This is an optimization exercise on Yosys and OpenROAD, whose aim is small area and few clock cycles per item, not a production implementation.
RTL that was checked went through simulation tests only; none was proved equivalent to the original.

// scan_polar_to_cartesian_wall_filter_top
module scan_polar_to_cartesian_wall_filter_top (
  input  logic                clk,
  input  logic                rst,
  input  logic                sample_valid,
  output logic                sample_ready,
  input  logic [15:0]         sample_range,
  input  logic                sample_scan_start,
  output logic                point_valid,
  input  logic                point_ready,
  output logic signed [16:0]  point_x,
  output logic signed [16:0]  point_y,
  output logic [8:0]          point_angle,
  input  logic                cfg_we,
  input  logic [1:0]          cfg_index,
  input  logic [16:0]         cfg_data
);
  logic        en;
  logic [16:0] bnd;
  logic [15:0] tol;
  logic [1:0]  q;
  logic [6:0]  r;
  logic [15:0] ts_r, tc_r;
  logic [15:0] px, py;
  logic        v;
  logic        accept;
  logic        start;
  logic [1:0]  qn;
  logic [6:0]  rn, sn;
  logic [15:0] ts_n, tc_n;
  logic        r0;
  logic [1:0]  qo;
  logic [7:0]  onex, twox, negx, oney, twoy, negy;
  logic [15:0] mx, my;
  logic        xn, yn, keep;
  logic [18:0] wa, wb, wc, ws, wcv;
  logic [8:0]  abase;
  assign sample_ready = !v || point_ready;
  assign accept = sample_valid && sample_ready;
  assign start = sample_scan_start;
  always_comb begin
    qn = q;
    rn = r;
    if (rst) begin
      qn = 2'd0;
      rn = 7'd0;
    end else if (accept) begin
      if (start) begin
        qn = 2'd0;
        rn = 7'd1;
      end else if (r == 7'd89) begin
        qn = q + 2'd1;
        rn = 7'd0;
      end else begin
        rn = r + 7'd1;
      end
    end
  end
  assign sn = qn[0] ? 7'd90 - rn : rn;
  spcwf_rom u_rom (.d(sn), .ts(ts_n), .tc(tc_n));
  always_ff @(posedge clk) begin
    q <= qn;
    r <= rn;
    ts_r <= ts_n;
    tc_r <= tc_n;
  end
  always_comb begin
    for (int k = 0; k < 8; k++) begin
      logic b2, b1, b0;
      b2 = (k == 7) ? 1'b0 : tc_r[2*k+1];
      b1 = tc_r[2*k];
      b0 = (k == 0) ? 1'b0 : tc_r[2*k-1];
      onex[k] = b1 ^ b0;
      twox[k] = b2 ? (!b1 && !b0) : (b1 && b0);
      negx[k] = b2 && !(b1 && b0);
      b2 = (k == 7) ? 1'b0 : ts_r[2*k+1];
      b1 = ts_r[2*k];
      b0 = (k == 0) ? 1'b0 : ts_r[2*k-1];
      oney[k] = b1 ^ b0;
      twoy[k] = b2 ? (!b1 && !b0) : (b1 && b0);
      negy[k] = b2 && !(b1 && b0);
    end
  end
  ...
Settings: LEC_CHECK=0, CAP_MARGIN=20, CORE_MARGIN=2, CORE_UTILIZATION=65, SLEW_MARGIN=20; clock period 8.0 ns.
standard.sh (not shown) runs the stock make flow with config.mk's settings and CLKGATE_MAP_FILE= SYNTH_SCRIPT=/design/flow/synth_recipe.tcl, a recipe that flattens the netlist after the stock synthesis.
==> flow/flow/run.sh <==
#!/bin/bash
# Own flow: the standard flow's layout (standard.sh) with its synthesis changed in two ways:
#  - Yosys's synth skips its quick ABC run (synth -noabc), so the adders are extracted
#    from the logic as written and the full adders of the multipliers keep their
#    polarity;
#  - the final ABC maps the logic for area (flow/abc_area.script) instead of ORFS's
#    delay script.
# Everything else in synthesis (passes, flattening, renaming, flip-flop mapping) is
# unchanged, so the registers are the standard synthesis's. Their instance names carry
# Yosys's cell-type suffix, which can differ in enable and reset polarity, so they are
# given the names the standard synthesis (run first) gave them. If the registers do not
# pair one to one, the standard synthesis's netlist is used as it is.
# Each tool's output goes to a log file here.
set -euo pipefail
W=$PWD
F=$W/flow
RES=$W/orfs/results/sky130hd/scan_polar_to_cartesian_wall_filter_top/base

# The standard synthesis, for its register names.
bash "$W/standard.sh" synth > "$W/std_synth.log" 2>&1
cp "$RES/1_2_yosys.v" "$W/std_1_2_yosys.v"
cp -r "$W/orfs" "$W/std_orfs"

# ORFS's synth.tcl with the two changes.
sed -e "s|log_cmd abc {\*}\$abc_args|set abc_args [lreplace \$abc_args 1 1 $F/abc_area.script]; log_cmd abc {*}\$abc_args|" \
  -e "s|synth -top \$::env(DESIGN_NAME) -run fine: {\*}\$synth_full_args|synth -top \$::env(DESIGN_NAME) -run fine: -noabc {*}\$synth_full_args|" \
  "$FLOW_HOME/scripts/synth.tcl" > "$W/orfs_synth_area.tcl"
grep -q "abc_area.script" "$W/orfs_synth_area.tcl"
grep -q "run fine: -noabc" "$W/orfs_synth_area.tcl"
# The standard flow's synthesis script, sourcing that copy.
sed "s|source \$::env(SCRIPTS_DIR)/synth.tcl|source $W/orfs_synth_area.tcl|" "$W/synth_recipe.tcl" > "$W/own_synth.tcl"
grep -q "orfs_synth_area.tcl" "$W/own_synth.tcl"
# standard.sh with the synthesis script swapped.
sed "s|$W/synth_recipe.tcl|$W/own_synth.tcl|" "$W/standard.sh" > "$W/own_standard.sh"
grep -q "own_synth.tcl" "$W/own_standard.sh"

rm -rf "$W/orfs"
if bash "$W/own_standard.sh" "$RES/1_2_yosys.v" > "$W/own_synth.log" 2>&1 &&
   python3 "$F/rename_regs.py" "$RES/1_2_yosys.v" "$W/std_1_2_yosys.v" "$W/renamed_1_2_yosys.v" > "$W/rename.log" 2>&1; then
  cp "$W/renamed_1_2_yosys.v" "$RES/1_2_yosys.v"
  bash "$W/own_standard.sh" synth >> "$W/own_synth.log" 2>&1
else
  echo "own synthesis not used" >> "$W/rename.log"
  rm -rf "$W/orfs"
  cp -r "$W/std_orfs" "$W/orfs"
fi
rm -rf "$W/std_orfs"

# The rest of the standard flow's layout from that netlist.
bash "$W/standard.sh" finish > "$W/layout.log" 2>&1
test -f "$W/out/final.def"
Other scripts of this flow, unchanged in this note and not shown: flow/flow/abc_area.script, flow/flow/rename_regs.py
The baseline completed with no timing, DRC or antenna violations.
Testbench counts at the start, summed over its fixed seeds: cycles 23,072, items 23,040.
==> next run, changes <==
--- a/flow/flow/run.sh
+++ b/flow/flow/run.sh
@@ -1,3 +1,3 @@
 #!/bin/bash
-# Own flow: the standard flow's layout (standard.sh) with its synthesis changed in two ways:
+# Own flow: the standard flow's layout (standard.sh) with its synthesis changed in three ways:
 #  - Yosys's synth skips its quick ABC run (synth -noabc), so the adders are extracted
@@ -5,4 +5,8 @@
 #    polarity;
+#  - adders use Yosys's own carry lookahead (Brent-Kung) instead of ORFS's Kogge-Stone
+#    extra map;
 #  - the final ABC maps the logic for area (flow/abc_area.script) instead of ORFS's
 #    delay script.
+# The layout then buffers each port with the smallest buffer, buf_1, instead of the
+# delay cell buffer_ports picks by itself.
 # Everything else in synthesis (passes, flattening, renaming, flip-flop mapping) is
@@ -23,5 +27,6 @@
 
-# ORFS's synth.tcl with the two changes.
+# ORFS's synth.tcl with the three changes.
 sed -e "s|log_cmd abc {\*}\$abc_args|set abc_args [lreplace \$abc_args 1 1 $F/abc_area.script]; log_cmd abc {*}\$abc_args|" \
   -e "s|synth -top \$::env(DESIGN_NAME) -run fine: {\*}\$synth_full_args|synth -top \$::env(DESIGN_NAME) -run fine: -noabc {*}\$synth_full_args|" \
+  -e "s|\"-extra-map \$::env(FLOW_HOME)/platforms/common/lcu_kogge_stone.v\"|\"\"|" \
   "$FLOW_HOME/scripts/synth.tcl" > "$W/orfs_synth_area.tcl"
@@ -29,2 +34,3 @@
 grep -q "run fine: -noabc" "$W/orfs_synth_area.tcl"
+if grep -q "lcu_kogge_stone" "$W/orfs_synth_area.tcl"; then exit 1; fi
 # The standard flow's synthesis script, sourcing that copy.
@@ -49,3 +55,3 @@
 # The rest of the standard flow's layout from that netlist.
-bash "$W/standard.sh" finish > "$W/layout.log" 2>&1
+bash "$W/standard.sh" "BUFFER_PORTS_ARGS=-buffer_cell sky130_fd_sc_hd__buf_1" finish > "$W/layout.log" 2>&1
 test -f "$W/out/final.def"
- CORE_UTILIZATION: 65 -> 75
- CTS_CLUSTER_SIZE: unset -> 10
Result: The new run stopped in global routing (5_1_grt); synthesized area decreases slightly; synthesized cell count goes down by a few percent.
==> next run, changes <==
- CORE_UTILIZATION: 75 -> 65
- CTS_CLUSTER_SIZE: 10 -> unset
- GPL_TIMING_DRIVEN: unset -> 0
- SETUP_SLACK_MARGIN: unset -> 0.3
Effect:
- This time the run completed with no timing, DRC or antenna violations
- synthesized cell count is unchanged
- synthesized area is unchanged

## run D
scan_polar_to_cartesian_wall_filter_top, a different RTL version from the one above (not shown whole).
For scale: ~110 flip-flops, roughly 86 I/O pins, ~19000 um^2 of cells after synthesis.
Settings: LEC_CHECK=0, CAP_MARGIN=20, CORE_MARGIN=2, CORE_UTILIZATION=65, SLEW_MARGIN=20; clock period 8.0 ns.
==> flow/flow/run.sh <==
#!/bin/bash
# Own flow: the standard flow's layout (standard.sh) with one change in synthesis. ABC maps the
# logic for area (flow/abc_area.script) instead of ORFS's delay script; everything
# else in synthesis (passes, flattening, renaming, flip-flop mapping) is unchanged,
# so the registers are the standard synthesis's. Each tool's output goes to a log here.
set -euo pipefail
W=$PWD
F=$W/flow
# ORFS's synth.tcl with only the ABC script replaced.
sed "s|log_cmd abc {\*}\$abc_args|set abc_args [lreplace \$abc_args 1 1 $F/abc_area.script]; log_cmd abc {*}\$abc_args|" \
  "$FLOW_HOME/scripts/synth.tcl" > "$W/orfs_synth_area.tcl"
grep -q "abc_area.script" "$W/orfs_synth_area.tcl"
# The standard flow's synthesis script, sourcing that copy.
sed "s|source \$::env(SCRIPTS_DIR)/synth.tcl|source $W/orfs_synth_area.tcl|" "$W/synth_recipe.tcl" > "$W/own_synth.tcl"
grep -q "orfs_synth_area.tcl" "$W/own_synth.tcl"
# standard.sh with the synthesis script swapped.
sed "s|$W/synth_recipe.tcl|$W/own_synth.tcl|" "$W/standard.sh" > "$W/own_standard.sh"
grep -q "own_synth.tcl" "$W/own_standard.sh"
bash "$W/own_standard.sh" synth > "$W/synth.log" 2>&1
# The rest of the standard flow's layout from that netlist.
bash "$W/standard.sh" finish > "$W/layout.log" 2>&1
test -f "$W/out/final.def"
==> flow/flow/abc_area.script <==
strash
dch
map -a
topo
stime -c
Changes in run E relative to run D:
==> flow/run.sh (new file) <==
#!/bin/bash
# synth_recipe.tcl (not shown) runs the flow's synth.tcl, then flattens the netlist and writes it again
# the make line also repeats each setting of config.mk as NAME=value (left out here)
make -C /OpenROAD-flow-scripts/flow DESIGN_CONFIG=/design/flow/config.mk WORK_HOME=/design/flow/orfs CLKGATE_MAP_FILE= SYNTH_SCRIPT=/design/flow/synth_recipe.tcl finish
removed: flow/flow/run.sh
removed: flow/flow/abc_area.script
removed: flow/standard.sh
--- outcome ---
- Run E completed; timing, DRC and antenna clean
- Compared with run D, in run E flip-flop and latch count ~0 delta; average size of a mapped cell +3.4%; register clock-pin slew on the reported worst setup and hold paths ~0 delta; clock buffer count in the final layout +1; fmax +0.95 MHz.
- Between run E and run D, the area enclosed by the die boundary is higher for run E.
No run of this note included a check of the RTL's function; only the layout flow was run.

RTL: one of the versions met above, not the one the previous note started from.
For scale: ~2200 cells after synthesis, about 18000 µm² of cells after synthesis.
Settings: LEC_CHECK=0, CAP_MARGIN=20, CORE_MARGIN=2, CORE_UTILIZATION=65, GPL_TIMING_DRIVEN=0, SETUP_SLACK_MARGIN=0.4, SLEW_MARGIN=20; clock period 8.0 ns.
==> flow/flow/run.sh <==
#!/bin/bash
# Own flow: the standard flow's layout (standard.sh) with its synthesis changed in three ways:
#  - Yosys's synth skips its quick ABC run (synth -noabc), so the adders are extracted
#    from the logic as written and the full adders of the multipliers keep their
#    polarity;
#  - adders use Yosys's own carry lookahead (Brent-Kung) instead of ORFS's Kogge-Stone
#    extra map;
#  - the final ABC maps the logic for area (flow/abc_area.script) instead of ORFS's
#    delay script.
# The layout then buffers each port with the smallest buffer, buf_1, instead of the
# delay cell buffer_ports picks by itself.
# Everything else in synthesis (passes, flattening, renaming, flip-flop mapping) is
# unchanged, so the registers are the standard synthesis's. Their instance names carry
# Yosys's cell-type suffix, which can differ in enable and reset polarity, so they are
# given the names the standard synthesis (run first) gave them. If the registers do not
# pair one to one, the standard synthesis's netlist is used as it is.
# Each tool's output goes to a log file here.
set -euo pipefail
W=$PWD
F=$W/flow
RES=$W/orfs/results/sky130hd/scan_polar_to_cartesian_wall_filter_top/base

# The standard synthesis, for its register names.
bash "$W/standard.sh" synth > "$W/std_synth.log" 2>&1
cp "$RES/1_2_yosys.v" "$W/std_1_2_yosys.v"
cp -r "$W/orfs" "$W/std_orfs"

# ORFS's synth.tcl with the three changes.
sed -e "s|log_cmd abc {\*}\$abc_args|set abc_args [lreplace \$abc_args 1 1 $F/abc_area.script]; log_cmd abc {*}\$abc_args|" \
  -e "s|synth -top \$::env(DESIGN_NAME) -run fine: {\*}\$synth_full_args|synth -top \$::env(DESIGN_NAME) -run fine: -noabc {*}\$synth_full_args|" \
  -e "s|\"-extra-map \$::env(FLOW_HOME)/platforms/common/lcu_kogge_stone.v\"|\"\"|" \
  "$FLOW_HOME/scripts/synth.tcl" > "$W/orfs_synth_area.tcl"
grep -q "abc_area.script" "$W/orfs_synth_area.tcl"
grep -q "run fine: -noabc" "$W/orfs_synth_area.tcl"
if grep -q "lcu_kogge_stone" "$W/orfs_synth_area.tcl"; then exit 1; fi
# The standard flow's synthesis script, sourcing that copy.
sed "s|source \$::env(SCRIPTS_DIR)/synth.tcl|source $W/orfs_synth_area.tcl|" "$W/synth_recipe.tcl" > "$W/own_synth.tcl"
grep -q "orfs_synth_area.tcl" "$W/own_synth.tcl"
# standard.sh with the synthesis script swapped.
sed "s|$W/synth_recipe.tcl|$W/own_synth.tcl|" "$W/standard.sh" > "$W/own_standard.sh"
grep -q "own_synth.tcl" "$W/own_standard.sh"

rm -rf "$W/orfs"
if bash "$W/own_standard.sh" "$RES/1_2_yosys.v" > "$W/own_synth.log" 2>&1 &&
   python3 "$F/rename_regs.py" "$RES/1_2_yosys.v" "$W/std_1_2_yosys.v" "$W/renamed_1_2_yosys.v" > "$W/rename.log" 2>&1; then
  cp "$W/renamed_1_2_yosys.v" "$RES/1_2_yosys.v"
  bash "$W/own_standard.sh" synth >> "$W/own_synth.log" 2>&1
else
  echo "own synthesis not used" >> "$W/rename.log"
  rm -rf "$W/orfs"
  cp -r "$W/std_orfs" "$W/orfs"
fi
rm -rf "$W/std_orfs"

# The rest of the standard flow's layout from that netlist.
bash "$W/standard.sh" "BUFFER_PORTS_ARGS=-buffer_cell sky130_fd_sc_hd__buf_1" finish > "$W/layout.log" 2>&1
test -f "$W/out/final.def"
Other scripts of this flow, unchanged in this note and not shown: flow/flow/abc_area.script, flow/flow/rename_regs.py
Testbench counts at the start, summed over its fixed seeds: cycles 23,072, items 23,040.
Rerun with:
- CORE_UTILIZATION: 65 -> 70
- SETUP_SLACK_MARGIN: 0.4 -> not set
=>
- Now the flow aborted during global routing (5_1_grt), error GRT-0232
- synthesized area does not change
- synthesized cell count does not change
Rerun with:
- CORE_UTILIZATION: 70 -> 65
- GPL_TIMING_DRIVEN: 0 -> not set
Effect: With this change the flow passed the timing, design-rule and antenna checks. Synthesized area does not change. Synthesized cell count stays the same.

Setup of the baseline:
scan_polar_to_cartesian_wall_filter_top, a different RTL version from the one above (not shown whole).
For scale: about 86 I/O pins, ~21000 um2 of cells after synthesis.
==> flow/config.mk <==
export PLATFORM = sky130hd
export DESIGN_NAME = scan_polar_to_cartesian_wall_filter_top
export DESIGN_NICKNAME = scan_polar_to_cartesian_wall_filter_top
export VERILOG_FILES = /design/flow/design.v
export SDC_FILE = /design/flow/constraint.sdc
export NUM_CORES = 4
export LEC_CHECK = 0
export CAP_MARGIN = 20
export CORE_MARGIN = 2
export CORE_UTILIZATION = 65
export CTS_BUF_LIST = sky130_fd_sc_hd__clkbuf_8
export SLEW_MARGIN = 20
==> flow/constraint.sdc <==
create_clock -name core_clock -period 8.0 [get_ports {clk}]
set_input_delay 1.6000 -clock core_clock [delete_from_list [all_inputs] [get_ports {clk}]]
set_output_delay 1.6000 -clock core_clock [all_outputs]
set_load 0.01 [all_outputs]
==> flow/flow/run.sh <==
#!/bin/bash
# Own flow: the standard flow's layout (standard.sh) with one change in synthesis. ABC maps the
# logic for area (flow/abc_area.script) instead of ORFS's delay script; everything
# else in synthesis (passes, flattening, renaming, flip-flop mapping) is unchanged,
# so the registers are the standard synthesis's. Each tool's output goes to a log here.
set -euo pipefail
W=$PWD
F=$W/flow
# ORFS's synth.tcl with only the ABC script replaced.
sed "s|log_cmd abc {\*}\$abc_args|set abc_args [lreplace \$abc_args 1 1 $F/abc_area.script]; log_cmd abc {*}\$abc_args|" \
  "$FLOW_HOME/scripts/synth.tcl" > "$W/orfs_synth_area.tcl"
grep -q "abc_area.script" "$W/orfs_synth_area.tcl"
# The standard flow's synthesis script, sourcing that copy.
sed "s|source \$::env(SCRIPTS_DIR)/synth.tcl|source $W/orfs_synth_area.tcl|" "$W/synth_recipe.tcl" > "$W/own_synth.tcl"
grep -q "orfs_synth_area.tcl" "$W/own_synth.tcl"
# standard.sh with the synthesis script swapped.
sed "s|$W/synth_recipe.tcl|$W/own_synth.tcl|" "$W/standard.sh" > "$W/own_standard.sh"
grep -q "own_synth.tcl" "$W/own_standard.sh"
bash "$W/own_standard.sh" synth > "$W/synth.log" 2>&1
# The rest of the standard flow's layout from that netlist.
bash "$W/standard.sh" finish > "$W/layout.log" 2>&1
test -f "$W/out/final.def"
==> flow/flow/abc_area.script <==
strash
dch
map -a
topo
stime -c
The baseline finished every step from synthesis to the final layout, and the layout passed the timing, design-rule and antenna checks.
### the baseline -> the candidate
==> flow/run.sh (new file) <==
#!/bin/bash
# synth_recipe.tcl (not shown) runs the flow's synth.tcl, then flattens the netlist and writes it again
# the make line also repeats each setting of config.mk as NAME=value (left out here)
make -C /OpenROAD-flow-scripts/flow DESIGN_CONFIG=/design/flow/config.mk WORK_HOME=/design/flow/orfs CLKGATE_MAP_FILE= SYNTH_SCRIPT=/design/flow/synth_recipe.tcl finish
removed: flow/flow/run.sh
removed: flow/flow/abc_area.script
removed: flow/standard.sh
==> comparison <==
The candidate reached the end of the flow, and the finished layout is clean on the timing, design-rule and antenna checks. [compare] base=the baseline new=the candidate: non-clock buffer count fell 49; multi-input logic portion of the cell area shows an increase of 5.4 points. The candidate reports its top routing layer in use as met4 while the baseline reports met5. The run showing the smaller fraction of synthesized area in multiplexers is the baseline. Die footprint (the baseline / the candidate): 0.899.
No functional check of the RTL was part of any run of this note.

-- port drivers added, routing unchanged --
The results above use ideal ports. As a check the final layouts listed here were re-extracted and re-timed, cells and wires unchanged.
Step 1: set_driving_cell puts a clkbuf_16 on clk and a buf_2 on each other input, an assumption about the parent block.
Step 2, shift: input delay + t, output delay - t, t = (earliest + latest rising clock arrival at the registers) / 2. This alone moves slack from input paths to output paths.
Slacks: no drivers / after step 1 / after step 2; pairs: no drivers / after step 1.
run | t, ns | setup WS [ns] | clock arrival spread, ns | slew at the worst register clock pin (ns) | worst data-port slew with drivers (ns)
the first run of note 1 | 0.438 | 0.433 / 0.395 / 0.018 | 0.025 / 0.025 | 0.10 / 0.10 | 0.06
the third run of note 1 | 0.425 | 0.128 / 0.148 / -0.277 | 0.019 / 0.019 | 0.10 / 0.10 | 0.07
run D | 0.442 | 0.208 / 0.242 / -0.200 | 0.007 / 0.007 | 0.08 / 0.08 | 0.04
run E | 0.419 | 0.265 / 0.271 / -0.148 | 0.022 / 0.022 | 0.09 / 0.09 | 0.11
the first run of note 3 | 0.417 | 0.365 / 0.353 / -0.064 | 0.017 / 0.018 | 0.09 / 0.09 | 0.07
the third run of note 3 | 0.405 | 0.211 / 0.160 / -0.245 | 0.021 / 0.021 | 0.09 / 0.09 | 0.10
the baseline | 0.543 | 0.155 / 0.109 / -0.295 | 0.039 / 0.039 | 0.13 / 0.13 | 0.07
the candidate | 0.536 | 0.291 / 0.314 / -0.222 | 0.021 / 0.020 | 0.09 / 0.09 | 0.05
With both steps, setup timing fails in 7 of these runs, where it was met with ideal ports. For the candidate, which loses most, drivers alone change the setup slack by +0.023 ns; drivers and shift together by -0.513 ns.
